This design comes from an exercise in tuning for small area, a short achievable clock period and few clock cycles per item on the open sky130 flow, not from production work.
No functional check of the RTL was part of any run shown here.
Power is estimated from default activity; no workload was simulated.

## flow/config.mk

```make
export PLATFORM = sky130hd
export DESIGN_NAME = dsam_stream_encoder
export DESIGN_NICKNAME = dsam_stream_encoder
export VERILOG_FILES = /design/flow/design.v
export SDC_FILE = /design/flow/constraint.sdc
export NUM_CORES = 4
export LEC_CHECK = 0
export ABC_CLOCK_PERIOD_IN_PS = 3000
export CAP_MARGIN = 20
export CORE_MARGIN = 2
export CORE_UTILIZATION = 60
export CTS_CLUSTER_DIAMETER = 100
export CTS_CLUSTER_SIZE = 30
export PLACE_DENSITY = 0.7
export SETUP_SLACK_MARGIN = 5
export SLEW_MARGIN = 20
export SYNTH_MEMORY_MAX_BITS = 8192
```

## flow/constraint.sdc

```tcl
create_clock -name core_clock -period 8.8 [get_ports {clk}]
set_input_delay 1.7600 -clock core_clock [delete_from_list [all_inputs] [get_ports {clk}]]
set_output_delay 1.7600 -clock core_clock [all_outputs]
set_load 0.01 [all_outputs]
```

## flow/design.v

```verilog
module dsam_stream_encoder #(
    parameter int DATA_WIDTH   = 16,
    parameter int MAX_CHANNELS = 256,
    parameter int CHAN_WIDTH   = 9
) (
    input  logic                  clk,
    input  logic                  reset,
    input  logic                  clear,
    input  logic [1:0]            mode,
    input  logic [CHAN_WIDTH-1:0] channels,
    input  logic                  in_valid,
    output logic                  in_ready,
    input  logic [DATA_WIDTH-1:0] in_data,
    output logic                  out_valid,
    input  logic                  out_ready,
    output logic [DATA_WIDTH-1:0] out_data
);
    localparam int W  = DATA_WIDTH;
    localparam int QD = 3;
    logic          in_ready_q;
    logic          accept;
    assign in_ready = in_ready_q;
    assign accept   = in_valid && in_ready_q;
    logic       ch_big;        
    logic [7:0] ch_m1, ch_m2;  
    logic [7:0] seg_sel_new;
    always_comb begin
        ch_big = (channels == 9'd0) || (channels > 9'd256);
        ch_m1  = ch_big ? 8'd255 : 8'(channels - 9'd1);
        ch_m2  = ch_big ? 8'd254 : 8'(channels - 9'd2);
        seg_sel_new[7]   = ch_m1[7];
        seg_sel_new[6:0] = ch_m1[7] ? ch_m1[6:0] : ch_m2[6:0] - 7'd1;
    end
    logic [1:0] mode_q;
    logic [7:0] seg_sel_q;
    logic       n1_q, n2_q;
    logic       cold_q;
    logic [7:0] rem_q;         
    logic [W-2:0] c_q;
    logic [1:0] mode_e;
    logic       n1_e;
    logic       warm;
    assign mode_e = clear ? mode : mode_q;
    assign n1_e   = clear ? (channels == 9'd1) : n1_q;
    assign warm   = !clear && !cold_q;
    logic [W-1:0] x0_q, p_q, r_q;
    logic [W-1:0] s1_q;
    logic [2*W-1:0] s2_q;
    logic [4*W-1:0] s4_q;
    logic [8*W-1:0] s8_q;
    logic [16*W-1:0] s16_q;
    logic [32*W-1:0] s32_q;
    logic [64*W-1:0] s64_q;
    logic [126*W-1:0] s126_q;
    logic [W-1:0] n1, n2, n4, n8, n16, n32, n64, n126;
    logic [7:0]   seg_en;
    assign n1   = seg_sel_q[0] ? s1_q                  : x0_q;
    assign n2   = seg_sel_q[1] ? s2_q[2*W-1 -: W]      : n1;
    assign n4   = seg_sel_q[2] ? s4_q[4*W-1 -: W]      : n2;
    assign n8   = seg_sel_q[3] ? s8_q[8*W-1 -: W]      : n4;
    assign n16  = seg_sel_q[4] ? s16_q[16*W-1 -: W]    : p_q;
    assign n32  = seg_sel_q[5] ? s32_q[32*W-1 -: W]    : n16;
    assign n64  = seg_sel_q[6] ? s64_q[64*W-1 -: W]    : n32;
    assign n126 = seg_sel_q[7] ? s126_q[126*W-1 -: W]  : n64;
    assign seg_en = seg_sel_q & {8{accept}};
    always_ff @(posedge clk) begin
        if (accept) begin
            x0_q <= in_data;
            p_q  <= n8;
            r_q  <= n1_e ? in_data : (n2_q ? x0_q : n126);
        end
        if (seg_en[0]) s1_q   <= x0_q;
        if (seg_en[1]) s2_q   <= {s2_q[W-1:0], n1};
        if (seg_en[2]) s4_q   <= {s4_q[3*W-1:0], n2};
        if (seg_en[3]) s8_q   <= {s8_q[7*W-1:0], n4};
        if (seg_en[4]) s16_q  <= {s16_q[15*W-1:0], p_q};
        if (seg_en[5]) s32_q  <= {s32_q[31*W-1:0], n16};
        if (seg_en[6]) s64_q  <= {s64_q[63*W-1:0], n32};
        if (seg_en[7]) s126_q <= {s126_q[125*W-1:0], n64};
    end
    logic         b_v, b_clr;
    logic [1:0]   b_mode;
    logic [W-1:0] b_d;
    always_ff @(posedge clk or negedge reset) begin
        if (!reset) begin
            b_v   <= 1'b0;
            b_clr <= 1'b0;
        end else begin
            b_v   <= accept;
            b_clr <= clear;
        end
    end
    always_ff @(posedge clk) begin
        b_d    <= (mode_e[0] && warm) ? (in_data - r_q) : in_data;
        b_mode <= mode_e;
    end
    always_ff @(posedge clk or negedge reset) begin
        if (!reset) begin
            mode_q    <= 2'd3;
            seg_sel_q <= 8'hff;    
            n1_q      <= 1'b0;
            n2_q      <= 1'b0;
            cold_q    <= 1'b1;
            rem_q     <= 8'd255;
        end else begin
            if (clear) begin
                mode_q    <= mode;
                seg_sel_q <= seg_sel_new;
                n1_q      <= (channels == 9'd1);
                n2_q      <= (channels == 9'd2);
                if (accept) begin
                    cold_q <= (channels != 9'd1);
                    rem_q  <= ch_m2;
                end else begin
                    cold_q <= 1'b1;
                    rem_q  <= ch_m1;
                end
            end else if (accept && cold_q) begin
                if (rem_q == 8'd0) cold_q <= 1'b0;
                else               rem_q  <= rem_q - 8'd1;
            end
        end
    end
    logic         sgn;
    logic [W-2:0] mag;
    logic [W-2:0] c_e;
    logic [W-2:0] cn;
    logic [W-1:0] word;
    always_comb begin
        sgn  = b_d[W-1];
        mag  = sgn ? ~b_d[W-2:0] : b_d[W-2:0];
        c_e  = b_clr ? '0 : c_q;
        cn   = mag ^ c_e;
        case (b_mode)
            2'd0:    word = b_d;
            2'd1:    word = {sgn, mag};
            default: word = {sgn, cn};
        endcase
    end
    always_ff @(posedge clk or negedge reset) begin
        if (!reset) begin
            c_q <= '0;
        end else if (b_v && b_mode[1]) begin
            c_q <= cn;
        end else if (b_clr) begin
            c_q <= '0;
        end
    end
    logic [QD-1:0] qv_q, qv_d;
    logic [W-1:0]  q_q [QD];
    logic          take;
    logic [1:0]    cnt_q, cnt_d;
    logic          in_ready_d;
    logic [W-1:0]  out_q, q0_d;
    logic          out_valid_q;
    assign out_valid = out_valid_q;
    assign out_data  = out_q;
    assign take      = qv_q[0] && out_ready;
    always_comb begin
        logic [QD:0] v_ext;
        v_ext = {1'b0, qv_q};
        if (take) v_ext = {1'b0, v_ext[QD:1]};
        qv_d = v_ext[QD-1:0];
        if (b_v) qv_d = {qv_d[QD-2:0], 1'b1};
        if (accept && !take)      cnt_d = cnt_q + 2'd1;
        else if (!accept && take) cnt_d = cnt_q - 2'd1;
        else                      cnt_d = cnt_q;
        if (take) in_ready_d = accept ? (cnt_q != 2'd3) : 1'b1;
        else      in_ready_d = accept ? (cnt_q <  2'd2) : (cnt_q != 2'd3);
    end
    always_ff @(posedge clk or negedge reset) begin
        if (!reset) begin
            qv_q        <= '0;
            cnt_q       <= '0;
            in_ready_q  <= 1'b0;
            out_valid_q <= 1'b0;
        end else begin
            qv_q        <= qv_d;
            cnt_q       <= cnt_d;
            in_ready_q  <= in_ready_d;
            out_valid_q <= |qv_d;
        end
    end
    always_comb begin
        q0_d = q_q[0];
        if (take) begin
            if (qv_q[1]) q0_d = q_q[1];
            else if (qv_q[0]) q0_d = word;
        end else if (!qv_q[0]) begin
            q0_d = word;
        end
    end
    always_ff @(posedge clk) begin
        out_q <= q0_d;
    end
    always_ff @(posedge clk) begin
        for (int i = 0; i < QD; i++) begin
            if (take) begin
                if (i + 1 < QD && qv_q[i+1]) q_q[i] <= q_q[i+1];
                else if (qv_q[i] && (i + 1 >= QD || !qv_q[i+1])) q_q[i] <= word;
            end else begin
                if (!qv_q[i] && (i == 0 || qv_q[i-1])) q_q[i] <= word;
            end
        end
    end
endmodule
```

## flow/flow/run.sh

```bash
#!/bin/bash
set -euo pipefail
bash standard.sh SETUP_SLACK_MARGIN=5.8 \
  BUFFER_PORTS_ARGS="-buffer_cell sky130_fd_sc_hd__buf_4" \
  finish > std_flow.log 2>&1
```

## flow/standard.sh

```bash
#!/bin/bash
# synth_recipe.tcl (not shown) runs the flow's synth.tcl, then flattens the netlist and writes it again
# the make line also repeats each setting of config.mk as NAME=value (left out here)
make -C /OpenROAD-flow-scripts/flow DESIGN_CONFIG=/design/flow/config.mk WORK_HOME=/design/flow/orfs CLKGATE_MAP_FILE= SYNTH_SCRIPT=/design/flow/synth_recipe.tcl "${@:-finish}"
```

==> results of run 1 <==
## synth_stat cells (3+ instances only)
cell type / count
nand2b_1: 34
nor2b_1: 6
a21oi_1: 68
a21o_1: 4
nor2_1: 64
xnor2_1: 47
o22ai_1: 44
and3_1: 11
o31ai_1: 4
or3_1: 4
and2_1: 5
edfxtp_1: 4144
inv_1: 30
nand3_1: 17
o21ai_0: 25
clkbuf_1: 51
dfrtp_1: 26
dfxtp_1: 34
o21a_1: 5
xor2_1: 30
o2111ai_1: 4
ha_1: 25
nand4_1: 4
o211ai_1: 17
nor4_1: 3
a31oi_1: 29
mux2_2: 133
dfstp_2: 19
buf_1: 5
nand2_1: 61
nor3_1: 11
## repair_timing
item | in CTS | in global routing
pin swaps | 11 | 6
setup buffers | 5 | 9
resized for setup | 83 | 27
endpoints found under the setup margin | 3098 | 1862
gates cloned | 14 | 8
## layer usage
layer / wire length, um / GRT usage, %
met1: 83800 / 23.7
met2: 72900 / 20.6
met3: 6750 / 2.50
met4: 3620 / 3.69
met5: 73 / 0
## per-stage QoR
step                hold WS (ps)  cell area (sq um)  total power, mW  std cells  util, %
CTS                          413             141000             38.2       8133     64.8
detailed placement           405             136000             29.4       7895     62.5
global placement             401             136000             29.2       7895     62.5
floorplan                    400             132000             29.9       5015        -
global route                 414             141000             39.3       8152     64.9
finish                       410             141000             37.8       8153     65.0
## registers in the layout, indices dropped and copies added (netlist names), 3 cells and up
name	flops
b_d	16
c_q	15
out_q	16
p_q	16
q_q	48
qv_q	3
r_q	16
rem_q	8
s126_q	2016
s16_q	256
s1_q	16
s2_q	32
s32_q	512
s4_q	64
s64_q	1024
s8_q	128
seg_sel_q	8
x0_q	16
## logic make-up (layout without fill, tap and decap cells)
group / count (synthesis) / count (layout) / synth area share, %
AO/OA/AOI/OAI: 214 / 214 / 1.00
XOR/XNOR: 78 / 78 / 0.525
adder cells (fa/ha/maj): 27 / 27 / 0.260
buffers and inverters: 90 / 365 / 0.264
flip-flops: 4223 / 4223 / 95.9
multiplexers: 135 / 136 / 1.16
other: 1 / 18 / 0.00285
AND/OR/NAND/NOR: 232 / 238 / 0.861
## final timing paths
| kind | startpoint | to | cells after the start |
|---|---|---|---|
| max in group asynchronous | reset | out_valid_q$_DFF_PN0_ | 1 |
| hold reg to reg | s32_q[163]$_DFFE_PP_ | s32_q[179]$_DFFE_PP_ | 0 |
| setup reg to reg | seg_sel_q[4]$_DFFE_PN1P_ | r_q[6]$_DFFE_PP_ | 5 |
| hold / removal | s32_q[163]$_DFFE_PP_ | s32_q[179]$_DFFE_PP_ | 0 |
| min in group asynchronous | reset | n2_q$_DFFE_PN0P_ | 1 |
| setup / recovery | out_valid_q$_DFF_PN0_ | out_valid | 1 |
## where the power goes
part	switching [mW]	total (mW)	internal, mW
sequential	0.848	26.6	25.8
combinational	1.88	2.47	0.590
clock	5.29	8.70	3.40
total	8.02	37.8	29.7
## cell type report
| type | count | share of cell area [%] |
|---|---|---|
| Multi-Input combinational cell | 709 | 3.72 |
| Inverter | 31 | 0.0868 |
| Clock inverter | 17 | 0.147 |
| Tap cell | 2854 | 2.53 |
| Antenna cell | 2 | 0.00354 |
| Timing Repair Buffer | 115 | 1.18 |
| Sequential cell | 4223 | 89.4 |
| Clock buffer | 202 | 2.94 |
==> summary.txt, run 1 <==
Timing
  – Highest clock rate: 312 MHz
  – Period utilisation layout: 36.4%
  – Worst clock skew on the final layout: ~32 ps
  – Worst Setup Slack, final: between 5000 and 6000 ps
  – Headroom to the max-slew limit: between 30% and 40%
  – RSZ-0062 raised after global routing: true
  – Final setup violating endpoints: 0
  – Worst Max-Slew Pin Slew: between 1000 and 1500 ps
  – Final total negative setup slack: 0 ps
  – Final min period: ~3200 ps
  – Hold Fails Final Rpt: 0
  – Pins Over Slew Limit: 0

Floorplanning
  – Core Area: between 200000 and 250000 sq um
  – Ports: 50
  – Number of cell rows: 171
  – Height of the chip: between 400 and 500 um
  – Horiz. Die Dim: around 470 um
  – Area enclosed by the die boundary: ~220000 sq um
  – Starting density of the core: 60.5%

Placed design
  – Half-perimeter wire length after detailed placement: between 80 and 90 mm
  – Placer's final routability congestion estimate: about 0.78
  – Worst slack, placed: 4150 ps
  – Count of input and output buffers: ~50

Logic synthesis
  – Mean cell area of the mapped netlist: between 20 and 30 sq um
  – Netlist area before placement: about 130000 sq um
  – Yosys cell types: 60
  – Number of enable-type register cells in the synthesized netlist: 4144
  – Fraction of post-synthesis cell area in the top cell type by area: a little over nine tenths
  – Syn. warnings: 5
  – Cell type contributing the most total cell area after synthesis: edfxtp_1
  – Leading post-synthesis cells by cell area: edfxtp_1 (95%), mux2_2 (1.1%), dfxtp_1 (0.52%)
  – Main flop type after synthesis: edfxtp_1
  – Cell count after synthesis: 5000
  – Sequential area share after synthesis: around 96%
  – Async S/R FF share, synth: 1.07%
  – Number of synthesized register bits: between 4000 and 5000

Critical path
  – Family of cells with the greatest summed delay on the critical path: flip-flops
  – Internal reg-to-reg setup slack: 5910 ps
  – Number of buffer and inverter instances along the worst setup path: 1
  – Crit path required time: slightly above 7000 ps
  – Highest fanout seen on the critical path: 1
  – Critical path cell sequence: buf_6
  – Data arrival, critical path: 1450 ps
  – Worst Path Class, Setup: register to primary output
  – Capturing element type of the critical path: primary output
  – Largest stage delay on the critical path: 470 ps
  – Type of element launching the critical path: register
  – Slowest CP cell: dfrtp_2

Clocking
  – Clk Tree Root Cell: clkbuf_16
  – Number of buffers inserted by hold repair at cts: 0
  – Inserted Clock Buffers: roughly 160
  – Clock transition at path regs: 110 ps
  – Number of clock sinks seen by CTS: between 4000 and 5000
  – Skew-Pair Late Insertion Delay: about 840 ps
  – Depth of the CTS H-tree: 4
  – Clock Tree Buf Depth: 3
  – TritonCTS clock tree: built

Routing
  – 1st-pass router iterations: 5
  – Average wire length per cell after detail routing: between 20 and 25 um
  – Vias/cell: 5.43
  – DRT iter0 DRCs: roughly 4500
  – Number of nets still failing antenna checks after routing: 0
  – Remaining routing DRC violations: 0
  – Routed WL: between 150 and 200 mm
  – DR vias: approximately 44000

Finish
  – Fraction of layout instances using a drive strength above 1: approximately a tenth
  – Leading cell types in the layout, fill and taps excluded: edfxtp_1 (4144), clkbuf_16 (167), mux2_2 (131), a21oi_1 (67), nor2_1 (64)
  – Final Net Count: 5297
  – Most common library cell in the layout ignoring fill and taps: edfxtp_1
  – Area of the multi-input gates: 5260 sq um
  – Fillers: 13300
  – Post-synthesis to final-layout area growth: 7.37%
  – Sequential cell area: between 100000 and 150000 sq um

Power
  – Power Density: about 270 nW/um^2
  – Leak: ~40 nW
  – VDD IR-drop max: around 0.25 mV

Global routing
  – First-pass GRT wire length: 247 mm
  – Via count of the first global-routing pass: slightly above 40000
  – Number of antenna violations at the first check in global routing: 32
  – Global-route usage over all layers: 14.5%
  – Maximum number of pins on one net before global-route repair: roughly 210
  – Residual overflow from global routing: 0

Min path
  – Class of the most critical hold timing path: register to register

Status
  – Result of the run: timing/DRC/antenna clean

Flow run
  – Reported max-cap violation count: 0
==> inputs of run 2 (changes only) <==
--- a/flow/config.mk
+++ b/flow/config.mk
@@ -9,8 +9,8 @@
 export CAP_MARGIN = 20
 export CORE_MARGIN = 2
 export CORE_UTILIZATION = 60
-export CTS_CLUSTER_DIAMETER = 100
-export CTS_CLUSTER_SIZE = 30
+export CTS_CLUSTER_DIAMETER = 80
+export CTS_CLUSTER_SIZE = 25
 export PLACE_DENSITY = 0.7
 export SETUP_SLACK_MARGIN = 5
 export SLEW_MARGIN = 20
==> summary.txt, run 2 <==
Critical path
  – Levels on crit path: 1
  – Slowest CP cell: dfrtp_2
  – Capturing element type of the critical path: primary output
  – Family of cells with the greatest summed delay on the critical path: flip-flops
  – Type of element launching the critical path: register
  – Data arrival, critical path: about 1500 ps
  – Number of buffer and inverter instances along the worst setup path: 1
  – Crit path required time: 7040 ps
  – Number of cell instances on the worst register-to-register path: 3
  – Internal reg-to-reg setup slack: approximately 6000 ps
  – Largest stage delay on the critical path: 470 ps
  – Critical path cell sequence: buf_6
  – Highest fanout seen on the critical path: 1
  – Worst Path Class, Setup: register to primary output

Routing
  – Vias/cell: 5.44
  – DR vias: 44700
  – 1st-pass router iterations: 5
  – Remaining routing DRC violations: 0
  – Average wire length per cell after detail routing: ~21 um
  – DRT iter0 DRCs: 4575
  – Routed WL: 171 mm
  – Number of nets still failing antenna checks after routing: 0

Timing
  – Pins Over Slew Limit: 0
  – Final total negative setup slack: 0 ps
  – Hold Fails Final Rpt: 0
  – Final setup violating endpoints: 0
  – Period utilisation layout: a little under two fifths
  – Highest clock rate: 310 MHz
  – Final min period: 3230 ps
  – Headroom to the max-slew limit: between 30% and 40%
  – RSZ-0062 raised after global routing: true
  – Worst clock skew on the final layout: just under 50 ps
  – Worst Max-Slew Pin Slew: 1020 ps

Clocking
  – Number of clock sinks seen by CTS: 4223
  – Clock transition at path regs: 90 ps
  – Skew-Pair Late Insertion Delay: ~860 ps
  – Depth of the CTS H-tree: 4
  – Inserted Clock Buffers: 191
  – Clock Tree Buf Depth: 3
  – TritonCTS clock tree: built
  – Clk Tree Root Cell: clkbuf_16

Global routing
  – Maximum number of pins on one net before global-route repair: a little under 200
  – First-pass GRT wire length: approximately 250 mm
  – Residual overflow from global routing: 0
  – Global-route usage over all layers: around 15%
  – Number of antenna violations at the first check in global routing: 31
  – Via count of the first global-routing pass: 42000

Floorplanning
  – Area enclosed by the die boundary: 223000 sq um
  – Core Area: 218000 sq um
  – Horiz. Die Dim: between 400 and 500 um
  – Number of cell rows: between 150 and 200
  – Starting density of the core: between 60% and 70%
  – Ports: 50
  – Height of the chip: approximately 470 um

Power
  – Leak: 40.5 nW
  – Power Density: ~270 nW/um^2
  – VDD IR-drop max: between 0.2 and 0.25 mV

Logic synthesis
  – Mean cell area of the mapped netlist: between 20 and 30 sq um
  – Yosys cell types: 60
  – Syn. warnings: 5
  – Leading post-synthesis cells by cell area: edfxtp_1 (95%), mux2_2 (1.1%), dfxtp_1 (0.52%)
  – Sequential area share after synthesis: between 90% and 100%
  – Async S/R FF share, synth: 1.07%
  – Cell with the most instances after synthesis: edfxtp_1
  – Number of enable-type register cells in the synthesized netlist: around 4100
  – Cell count after synthesis: 5000
  – Fraction of post-synthesis cell area in the top cell type by area: a little over nine tenths
  – Main flop type after synthesis: edfxtp_1
  – Synth top cells by count: edfxtp_1 (4144), mux2_2 (133), a21oi_1 (68)
  – Netlist area before placement: between 100000 and 150000 sq um
  – Cell type contributing the most total cell area after synthesis: edfxtp_1
  – Number of synthesized register bits: about 4200

Status
  – Result of the run: timing/DRC/antenna clean

Finish
  – Leading cell types in the layout, fill and taps excluded: edfxtp_1 (4144), clkbuf_16 (200), mux2_2 (132), a21oi_1 (67), nor2_1 (64)
  – Leading registers by flop count: s126_q: 2016 flops, s64_q: 1024 flops, s32_q: 512 flops
  – Number of flip-flops under the largest register name: between 2000 and 2500
  – Final Net Count: 5329
  – Fillers: between 10000 and 15000
  – Utilization after layout: 65.5%
  – Most common library cell in the layout ignoring fill and taps: edfxtp_1
  – Largest Register: s126_q
  – Fraction of layout instances using a drive strength above 1: around a tenth
  – Post-synthesis to final-layout area growth: 8.24%

Min path
  – Worst hold stages: 0
  – Class of the most critical hold timing path: register to register

Placed design
  – Count of input and output buffers: 49
  – Half-perimeter wire length after detailed placement: about 83 mm
  – Placer's final routability congestion estimate: 0.784

Flow run
  – Reported max-cap violation count: 0
run 2: changes by cell type in the layout (fill, tap and decap cells not counted), moves of 2 or more:
cell	delta
bufbuf_16	+2
clkinv_8	+3
buf_8	+2
clkbuf_16	+33
buf_6	-3
clkinv_16	+4
clkbuf_1	+11
diode_2	+3
inv_6	-2
run 2: layout make-up:
class	instances	area [sq um]	area share [%]
diodes	5	12.5	0.00878
clock buffers	247	5040	3.54
clock inverters	23	420	0.295
inverters	31	123	0.0861
multi-input cells	708	5240	3.67
flip-flops and latches	4223	126000	88.7
well taps	2854	3570	2.51
repair buffers	116	1730	1.21
run 2: path summary, 6_finish.rpt:
check                                          to                     start
setup / recovery                        out_valid     out_valid_q$_DFF_PN0_
hold / removal                s16_q[82]$_DFFE_PP_       s16_q[66]$_DFFE_PP_
setup reg to reg           s126_q[1571]$_DFFE_PP_  seg_sel_q[7]$_DFFE_PN1P_
hold reg to reg               s16_q[82]$_DFFE_PP_       s16_q[66]$_DFFE_PP_
max in group asynchronous   out_valid_q$_DFF_PN0_                     reset
min in group asynchronous    in_ready_q$_DFF_PN0_                     reset
run 2: cell families after synthesis:
kind of cell	count (synthesis)	share of synthesized area [%]
other	1	0.00285
adder cells (fa/ha/maj)	27	0.260
buffers and inverters	90	0.264
multiplexers	135	1.16
flip-flops	4223	95.9
XOR/XNOR	78	0.525
AND/OR/NAND/NOR	232	0.861
AO/OA/AOI/OAI	214	1.00
run 2: report_power, final:
| group | total (mW) | internal (mW) | switching (mW) |
|---|---|---|---|
| clock network | 9.73 | 4.14 | 5.60 |
| registers | 26.6 | 25.8 | 0.868 |
| logic | 2.50 | 0.604 | 1.89 |
| total | 38.9 | 30.5 | 8.36 |
run 2: layer usage:
layer / vias up / wire [um] / GRT usage [%]
met1: 23200 / 84400 / 24.2
met2: 808 / 75700 / 21.1
met4: 12 / 3490 / 3.83
met5: - / 85 / 0
met3: 237 / 7170 / 2.72
li1: 20400 / - / -
run 2: repair_timing:
item	CTS	global route
pin swaps	7	8
resized for setup	85	27
setup endpoints to repair	2984	1400
hold buffers	0	0
cloned	15	8
buffers inserted	5	8
run 2: stage by stage:
stage          hold slack, ps  cell area (sq um)  worst slack [ps]  power, mW  cells
2_1_floorplan             400             132000             -7540       29.9   5015
3_3_place_gp              401             136000              4140       29.2   7895
3_5_place_dp              405             136000              4150       29.4   7895
4_1_cts                   398             142000              5460       39.3   8185
5_1_grt                   398             142000              5480       40.4   8206
6_report                  397             142000              5570       38.9   8207

port drivers added, routing unchanged:
The flow's constraints put no driver on any port. The routed layouts listed below were extracted and timed again, unchanged, in two steps.
Step 1 sets driving cells, clkbuf_16 on the clock port and buf_2 on the other inputs (assumed; they add their load-dependent delay and slew).
Step 2 adds t to the input delays and takes it off the output delays; t is the mean of the earliest and latest rising clock arrival at the registers after step 1. Input paths then give back, and output paths get back, about the clock's delay inside the block.
a / b / c = no drivers / after step 1 / after step 2; a / b = the first two.
run	t (ns)	setup slack, ns	pins driven straight from the clock port
run 1	0.909	5.593 / 5.511 / 4.804	1
run 2	0.926	5.573 / 5.489 / 4.854	1
After both steps every run listed still meets setup and hold. The setup slack of run 1, which loses most, moves by -0.082 ns with the drivers and by -0.789 ns with both steps.
